Context: an optimization exercise on an open-source flow, tuned for small area and a short achievable clock period. The choices shown serve that exercise and are no tape-out recipe.
Where RTL was checked, it was by simulation tests only, not by an equivalence proof against the original.
Power figures rest on the tool's default switching activity, not on a simulated workload.

## compressor_unit
module compressor_unit
(
    input  logic              clock,
    input  logic              reset_n,
    input  logic [LINE_W-1:0] UnCompressedCache,
    output logic [LINE_W-1:0] CompressedCache,
    output logic [3:0]        Encoding,
    output logic [LINE_W-1:0] DeCompressedCache
);
Size in the first run: about 770 I/O pins, roughly 41000 sq um of cells after synthesis.
==> module bdi_decide, before the edit <==
module bdi_decide (
    input  logic [7:0] fit,
    output logic [3:0] enc,
    output logic [8:0] sel        
);
    logic is_zero, is_rep8, fit8d1, fit4d1, fit8d2, fit2d1, fit4d2, fit8d4;
    assign {is_zero, is_rep8, fit8d1, fit4d1, fit8d2, fit2d1, fit4d2, fit8d4} = fit;
    logic s_rep8, s_8d1, s_4d1, s_8d2, s_2d1, s_4d2, s_8d4, s_unc;
    assign s_rep8 = is_rep8 & ~is_zero;
    assign s_8d1  = fit8d1 & ~is_rep8;
    assign s_4d1  = fit4d1 & ~fit8d1;
    assign s_8d2  = fit8d2 & ~fit8d1 & ~fit4d1;
    assign s_2d1  = fit2d1 & ~fit8d2 & ~fit4d1;
    assign s_4d2  = fit4d2 & ~fit4d1 & ~fit8d2 & ~fit2d1;
    assign s_8d4  = fit8d4 & ~fit4d2 & ~fit8d2 & ~fit2d1;
    assign s_unc  = ~fit8d4 & ~fit4d2 & ~fit2d1;
    assign enc[0] = s_rep8 | s_4d1 | s_2d1 | s_8d4 | s_unc;
    assign enc[1] = s_8d1 | s_4d1 | s_4d2 | s_8d4 | s_unc;
    assign enc[2] = s_8d2 | s_2d1 | s_4d2 | s_8d4 | s_unc;
    assign enc[3] = s_unc;
    assign sel = {s_2d1, s_4d1, s_4d2, s_8d1, s_8d2, s_8d4,
                  s_unc,
                  ~(s_4d1 | s_4d2 | s_2d1),
                  ~s_2d1};
endmodule
==> module compressor_unit, before the edit <==
module compressor_unit
(
    input  logic              clock,
    input  logic              reset_n,
    input  logic [LINE_W-1:0] UnCompressedCache,
    output logic [LINE_W-1:0] CompressedCache,
    output logic [3:0]        Encoding,
    output logic [LINE_W-1:0] DeCompressedCache
);
    logic [7:0]    w_fit;
    logic [3:0]    w_enc;
    logic [8:0]    w_sel;
    logic [95:0]   w_d8;
    logic [63:0]   w_d4;
    logic [63:0]   w_d2;
    cc_pkg::line_t r_line;
    logic [7:0]    r_fit;
    logic [95:0]   r_d8;
    logic [63:0]   r_d4;
    logic [63:0]   r_d2;
    cc_pkg::line_t r_decomp;
    bdi_front u_front (
        .line (UnCompressedCache),
        .fit  (w_fit),
        .d8   (w_d8),
        .d4   (w_d4),
        .d2   (w_d2)
    );
    always_ff @(posedge clock or negedge reset_n) begin
        if (!reset_n) begin
            r_line   <= '0;
            r_fit    <= '1;      
            r_decomp <= '0;
        end else begin
            r_line   <= UnCompressedCache;
            r_fit    <= w_fit;
            r_decomp <= r_line;
        end
    end
    always_ff @(posedge clock) begin
        r_d8 <= w_d8;
        r_d4 <= w_d4;
        r_d2 <= w_d2;
    end
    bdi_decide u_decide (
        .fit (r_fit),
        .enc (w_enc),
        .sel (w_sel)
    );
    bdi_payload u_payload (
        .line    (r_line),
        .sel     (w_sel),
        .d8      (r_d8),
        .d4      (r_d4),
        .d2      (r_d2),
        .payload (CompressedCache)
    );
    assign Encoding          = w_enc;
    assign DeCompressedCache = r_decomp;
endmodule
export LEC_CHECK = 0
export CAP_MARGIN = 20
export CORE_MARGIN = 2
export CORE_UTILIZATION = 40
export SLEW_MARGIN = 20
export SYNTH_HIERARCHICAL = 1
create_clock -name core_clock -period 12.0 [get_ports {clock}]
standard.sh (not shown) runs the stock make flow with config.mk's settings and CLKGATE_MAP_FILE= SYNTH_SCRIPT=/design/flow/synth_recipe.tcl, a recipe that flattens the netlist after the stock synthesis.
==> flow/flow/run.sh <==
#!/bin/bash
# Layout flow: the standard synthesis and ORFS layout, with these changes to
# how the layout is made:
#  - the clock tree gets no dummy balancing loads;
#  - ports are buffered with buf_2 instead of the delay cell buffer_ports picks;
#  - timing repair may change a cell's footprint and aims for a setup margin,
#    so the design is pushed below the clock period it must meet.
# Each step's full output goes to its own log in this folder (and ORFS keeps
# its per-stage logs under orfs/logs).
set -euo pipefail
MARGIN=${MARGIN:-6.8}
bash standard.sh synth > log_synth.txt 2>&1
export BUFFER_PORTS_ARGS="-buffer_cell sky130_fd_sc_hd__buf_2"
# clock tree without the dummy loads CTS adds for balancing
export CTS_ARGS="-sink_clustering_enable -repair_clock_nets -dont_use_dummy_load -sink_clustering_size 16 -sink_clustering_max_diameter 60 -buf_list {sky130_fd_sc_hd__clkbuf_8} -root_buf sky130_fd_sc_hd__clkbuf_16"
for step in floorplan place cts route finish; do
  bash standard.sh MATCH_CELL_FOOTPRINT=0 SETUP_SLACK_MARGIN=$MARGIN $step > log_$step.txt 2>&1
done
test -s out/final.def
Next try:
--- a/flow/design.v
+++ b/flow/design.v
@@ -251,12 +251,12 @@
     assign fit = {is_zero, is_rep8, fit8d1, fit4d1, fit8d2, fit2d1, fit4d2, fit8d4};
 endmodule
 module bdi_decide (
-    input  logic [7:0] fit,
+    input  logic [7:0] nfit,      
     output logic [3:0] enc,
     output logic [8:0] sel        
 );
     logic is_zero, is_rep8, fit8d1, fit4d1, fit8d2, fit2d1, fit4d2, fit8d4;
-    assign {is_zero, is_rep8, fit8d1, fit4d1, fit8d2, fit2d1, fit4d2, fit8d4} = fit;
+    assign {is_zero, is_rep8, fit8d1, fit4d1, fit8d2, fit2d1, fit4d2, fit8d4} = ~nfit;
     logic s_rep8, s_8d1, s_4d1, s_8d2, s_2d1, s_4d2, s_8d4, s_unc;
     assign s_rep8 = is_rep8 & ~is_zero;
     assign s_8d1  = fit8d1 & ~is_rep8;
@@ -357,7 +357,7 @@
     logic [63:0]   w_d4;
     logic [63:0]   w_d2;
     cc_pkg::line_t r_line;
-    logic [7:0]    r_fit;
+    logic [7:0]    r_nfit;    
     logic [95:0]   r_d8;
     logic [63:0]   r_d4;
     logic [63:0]   r_d2;
@@ -372,11 +372,11 @@
     always_ff @(posedge clock or negedge reset_n) begin
         if (!reset_n) begin
             r_line   <= '0;
-            r_fit    <= '1;      
+            r_nfit   <= '0;      
             r_decomp <= '0;
         end else begin
             r_line   <= UnCompressedCache;
-            r_fit    <= w_fit;
+            r_nfit   <= ~w_fit;
             r_decomp <= r_line;
         end
     end
@@ -386,7 +386,7 @@
         r_d2 <= w_d2;
     end
     bdi_decide u_decide (
-        .fit (r_fit),
+        .nfit (r_nfit),
         .enc (w_enc),
         .sel (w_sel)
     );
What happened: Power rose by 1.3%; die area barely changes; final cell count barely changes; sequential share of layout area is lower by 0.26 points; hold slack loses 0.024 ns; non-clock buffer count increases by 2; wire length climbs by about 2.5%; worst setup slack loses 0.082 ns; sequential cell count stays the same; combinational power stays flat; design area climbs by 0.71%; register-to-register slack gains 0.10 ns.
No functional check of the RTL was part of the second run of this note.

-- afterwards: timing with drivers on the ports --
How much do the figures lean on ideal ports? The routed layouts below were timed once more, with nothing changed but the port constraints. Step 1 sets driving cells, clkbuf_16 on the clock port and buf_2 on the other inputs (assumed; they add their load-dependent delay and slew). Step 2, shift: input delay + t, output delay - t, t = (earliest + latest rising clock arrival at the registers) / 2. This alone moves slack from input paths to output paths. Slacks: ideal ports / drivers / drivers and shift; pairs: ideal ports / drivers.
| run | shift t [ns] | slack for setup (ns) | clock arrival spread, ns | worst register clock-pin slew, ns | pins driven straight from the clock port |
|---|---|---|---|---|---|
| the first run | 0.683 | 6.668 / 6.619 / 5.936 | 0.117 / 0.117 | 0.11 / 0.11 | 1 |
| the second run | 0.698 | 6.586 / 6.624 / 5.926 | 0.077 / 0.077 | 0.10 / 0.10 | 1 |
After both steps every run listed still meets setup and hold. For the first run, which loses most, drivers alone change the setup slack by -0.049 ns; drivers and shift together by -0.732 ns.
